This is an optimization exercise on Yosys and OpenROAD, whose aim is small area, a short achievable clock period and few clock cycles per item, not a production implementation. In this exercise RTL edits were held to simulation tests only and were not proved equivalent to the original. Power figures rest on the tool's default switching activity, not on a simulated workload.

==> trial 25: inputs <==
==> flow/design.v (excerpt) <==
module mul_share_arbiter #(
    parameter int DATAWIDTH = 64,
    parameter int LATENCY   = 3
) (
    input  logic                   Clk,
    input  logic                   Rst,
    input  logic [3:0]             Req,
    input  logic [4*DATAWIDTH-1:0] A,
    input  logic [4*DATAWIDTH-1:0] B,
    output logic [3:0]             Grant,
    output logic [3:0]             Done,
    output logic [DATAWIDTH-1:0]   Prod,
    output logic                   Busy
);
  logic [3:0] slot_r;
  logic [3:0] grant_r, done_r;
  logic [3:0] tag_r [1:2];
  logic       busy_r;
  wire  [3:0] acc = Req & slot_r;
  logic       tags_any;
  always_comb begin
    tags_any = |grant_r;
    for (int k = 1; k <= 2; k++) tags_any = tags_any | (|tag_r[k]);
  end
  always_ff @(posedge Clk or negedge Rst) begin
    if (!Rst) begin
      slot_r  <= 4'b0001;
      grant_r <= '0;
      for (int k = 1; k <= 2; k++) tag_r[k] <= '0;
      done_r  <= '0;
      busy_r  <= 1'b0;
    end else begin
      slot_r  <= {slot_r[2:0], slot_r[3]};
      grant_r <= acc;
      tag_r[1] <= grant_r;
      for (int k = 2; k <= 2; k++) tag_r[k] <= tag_r[k-1];
      done_r  <= tag_r[2];
      busy_r  <= (|acc) | tags_any;
    end
  end
  assign Grant = grant_r;
  assign Done  = done_r;
  assign Busy  = busy_r;
  ...
Settings: LEC_CHECK=0, ABC_AREA=1, CAP_MARGIN=20, CORE_MARGIN=2, CORE_UTILIZATION=40, SETUP_SLACK_MARGIN=5, SLEW_MARGIN=20, SYNTH_HIERARCHICAL=1; clock period 8.5 ns.
standard.sh (not shown) runs the stock make flow with config.mk's settings and CLKGATE_MAP_FILE= SYNTH_SCRIPT=/design/flow/synth_recipe.tcl, a recipe that flattens the netlist after the stock synthesis.
==> flow/flow/run.sh <==
#!/bin/bash
set -euo pipefail
cd "$(dirname "$0")/.."
bash standard.sh "BUFFER_PORTS_ARGS=-buffer_cell sky130_fd_sc_hd__buf_1" \
    SETUP_SLACK_MARGIN=5.3 finish > standard.log 2>&1
==> trial 95 (differences from trial 25) <==
==> flow/run.sh (new file) <==
#!/bin/bash
# synth_recipe.tcl (not shown) runs the flow's synth.tcl, then flattens the netlist and writes it again
# the make line also repeats each setting of config.mk as NAME=value (left out here)
make -C /OpenROAD-flow-scripts/flow DESIGN_CONFIG=/design/flow/config.mk WORK_HOME=/design/flow/orfs CLKGATE_MAP_FILE= SYNTH_SCRIPT=/design/flow/synth_recipe.tcl finish
removed: flow/flow/run.sh
removed: flow/standard.sh
==> build 74 (differences from trial 25) <==
==> flow/run.sh (new file) <==
#!/bin/bash
# synth_recipe.tcl (not shown) runs the flow's synth.tcl, then flattens the netlist and writes it again
# the make line also repeats each setting of config.mk as NAME=value (left out here)
make -C /OpenROAD-flow-scripts/flow DESIGN_CONFIG=/design/flow/config.mk WORK_HOME=/design/flow/orfs CLKGATE_MAP_FILE= SYNTH_SCRIPT=/design/flow/synth_recipe.tcl finish
--- a/flow/config.mk
+++ b/flow/config.mk
@@ -10,3 +10,4 @@
 export CORE_MARGIN = 2
-export CORE_UTILIZATION = 40
+export CORE_UTILIZATION = 60
+export PLACE_DENSITY = 0.7
 export SETUP_SLACK_MARGIN = 5
removed: flow/flow/run.sh
removed: flow/standard.sh
==> results by group <==
Worst hold path
  – Hold-critical path endpoint: neg1_r[29]
  – Hold wc startpoint: neg_r[29]

Power and ir drop
  – Comb pwr share: 3.5%
  – Lkg Pwr: 37.3 nW

Worst setup path
  – Reg2reg path depth: 8
  – CP max FO: 12

Cells and area
  – ClkCell Share: 4.15%
  – Register area: between 0.01 and 0.015 mm²
  – Buffering overhead: 10.3%
  – Multi-input gate share of total cell area: 59.3%

Global route
  – First-pass GRT wire length: ~420000 µm
  – Number of global-route vias before repair: 56345

Placed design
  – Dpl cell area: 0.0685 mm²
  – Final HPWL DP: 214000 µm
  – Post-Place Cells: 8530

Outcome
  – Run status: finished clean

Clock network
  – CTS buffer count: 85
The numbers above come from trial 95.

==> results by group <==
Cells and area
  – Multi-input gate share of total cell area: 60.7%
  – ClkCell Share: between 3 and 4%
  – Register area: 0.0148 mm²
  – Buffering overhead: 9.90%

Global route
  – Number of global-route vias before repair: around 57000
  – First-pass GRT wire length: 378000 µm

Outcome
  – Run status: finished clean

Power and ir drop
  – Lkg Pwr: 36.8 nW
  – Comb pwr share: 3.5%

Placed design
  – Final HPWL DP: between 150000 and 200000 µm
  – Dpl cell area: 0.0676 mm²
  – Post-Place Cells: slightly below 8000

Clock network
  – CTS buffer count: 79

Worst hold path
  – Hold wc startpoint: opa_r[17]

Worst setup path
  – Reg2reg path depth: 6
The numbers above come from build 74.

==> results by group <==
Placed design
  – Final HPWL DP: 205000 µm
  – Post-Place Cells: 8528

Worst setup path
  – CP max FO: 30

Worst hold path
  – Hold-critical path endpoint: neg1_r[24]
  – Hold wc startpoint: neg_r[24]

Global route
  – Number of global-route vias before repair: 56831
  – First-pass GRT wire length: 418000 µm

Cells and area
  – Multi-input gate share of total cell area: 60.7%
  – Buffering overhead: 7.85%
  – Register area: about 0.015 mm²
  – ClkCell Share: 4.42%

Power and ir drop
  – Comb pwr share: between 1.5 and 2%
  – Lkg Pwr: 36.7 nW

Clock network
  – CTS buffer count: 86

Outcome
  – Run status: finished clean
The numbers above come from trial 25.

Testbench counts of trial 25, summed over its fixed seeds: cycles 1,568, items 1,536.
Testbench counts of trial 95, summed over its fixed seeds: cycles 1,568, items 1,536.
Testbench counts of build 74, summed over its fixed seeds: cycles 1,568, items 1,536.

* * *

==> inputs of juniper <==
Another version of the RTL of mul_share_arbiter (not shown whole).
clock: 8.5 ns
lec_check: 0
abc_area: 1
cap_margin: 30
core_margin: 2
core_utilization: 40
setup_slack_margin: 5
slew_margin: 30
synth_hierarchical: 1
==> flow/flow/run.sh <==
#!/bin/bash
set -euo pipefail
cd "$(dirname "$0")/.."
bash standard.sh "BUFFER_PORTS_ARGS=-buffer_cell sky130_fd_sc_hd__buf_1" \
    SETUP_SLACK_MARGIN=5.6 finish > standard.log 2>&1
==> quartz (differences from juniper) <==
--- a/flow/config.mk
+++ b/flow/config.mk
@@ -8,3 +8,3 @@
 export ABC_AREA = 1
-export CAP_MARGIN = 30
+export CAP_MARGIN = 60
 export CORE_MARGIN = 2
@@ -12,3 +12,3 @@
 export SETUP_SLACK_MARGIN = 5
-export SLEW_MARGIN = 30
+export SLEW_MARGIN = 60
 export SYNTH_HIERARCHICAL = 1
==> notes.md <==
- juniper finished with max-capacitance violations, max-slew violations left. quartz passed the timing, design-rule and antenna checks.
- Combinational power is about the same in juniper and quartz.
- Hold slack: juniper is better than quartz (1.1 ps).
- Die area is the same in quartz and juniper.
- Of quartz and juniper, quartz has the higher core utilization (gap 0.11 points).
- Count of clock-buffer cells in the layout: quartz is lower than juniper (5).
- Against quartz, the global-route usage of juniper is higher by 0.34 points.
- In sequential power, quartz and juniper hardly differ.
- Against juniper, the worst setup slack of quartz is higher by 15 ps.
- Between quartz and juniper, the lower clock skew is in juniper (gap 19 ps).
- Cell count is about the same in quartz and juniper.
- In quartz the fmax is higher than in juniper, by 0.49%.
==> figures <==
metric	quartz	juniper
Met1 Usage GRT	0.4134	0.4148
Share of the final layout cell area in multi-input gates	0.6054	0.6094
DR vias/cell	6.441	6.458
Final period demand of the worst path	3043 ps	3058 ps
Reported clock group power	4.14 mW	4.19 mW
Global-route met3 utilization	0.1673	0.1756
Clock buffer and inverter area fraction after layout	0.04228	0.04272
CTS-repair resized insts	295	407
Termination of the worst setup path	q2_63_3	Grant[2]
Worst setup startpoint	q1_61_5	grant_r[2]
Ant diodes	19	31
Nets@finish	8,321	8,312
Amount of wire on met2 after detailed routing	126,100 um	125,900 um
Reg-to-reg startpoint	q1_61_5	one_r[5]
Pre-CTS setup slack	5190 ps	4896 ps
Post-route insts no fill	8,926	8,928
Headroom to the max-slew limit	0.5562	-0.03714
Number of cells after detailed placement	8,641	8,620
Psw	1.857 mW	1.849 mW
Worst Hold Margin	319.3 ps	320.5 ps
Status	complete, no violations	failed layout checks
Violated checks	-	max-capacitance violations, max-slew violations
Number of non-clock buffers	815	806
Terminus of the critical flop-to-flop path	q2_63_3	q1_48_6
Testbench counts of juniper, summed over its fixed seeds: cycles 1,568, items 1,536.
Testbench counts of quartz, summed over its fixed seeds: cycles 1,568, items 1,536.

-- re-timing with driven ports --
In the flow no input, the clock included, has a driving cell. The finished layouts below were timed again as built, in two steps.
Step 1, drivers: a clkbuf_16 drives Clk and a buf_2 each remaining input, both assumed.
Step 2, shift: input delay + t, output delay - t, t = (earliest + latest rising clock arrival at the registers) / 2. This alone moves slack from input paths to output paths.
Slacks: no drivers / after step 1 / after step 2; pairs: no drivers / after step 1.
run | t, ns | setup slack, ns | worst setup path at the end
trial 25 | 0.777 | 5.197 / 5.197 / 4.930 | input to register
trial 95 | 0.798 | 4.936 / 4.936 / 4.272 | input to register
build 74 | 0.789 | 4.896 / 4.896 / 4.844 | input to register
juniper | 0.825 | 5.442 / 5.365 / 5.125 | input to register
quartz | 0.785 | 5.457 / 5.410 / 5.357 | input to register
For trial 95, which loses most, drivers alone change the setup slack by 0.000 ns; drivers and shift together by -0.664 ns.
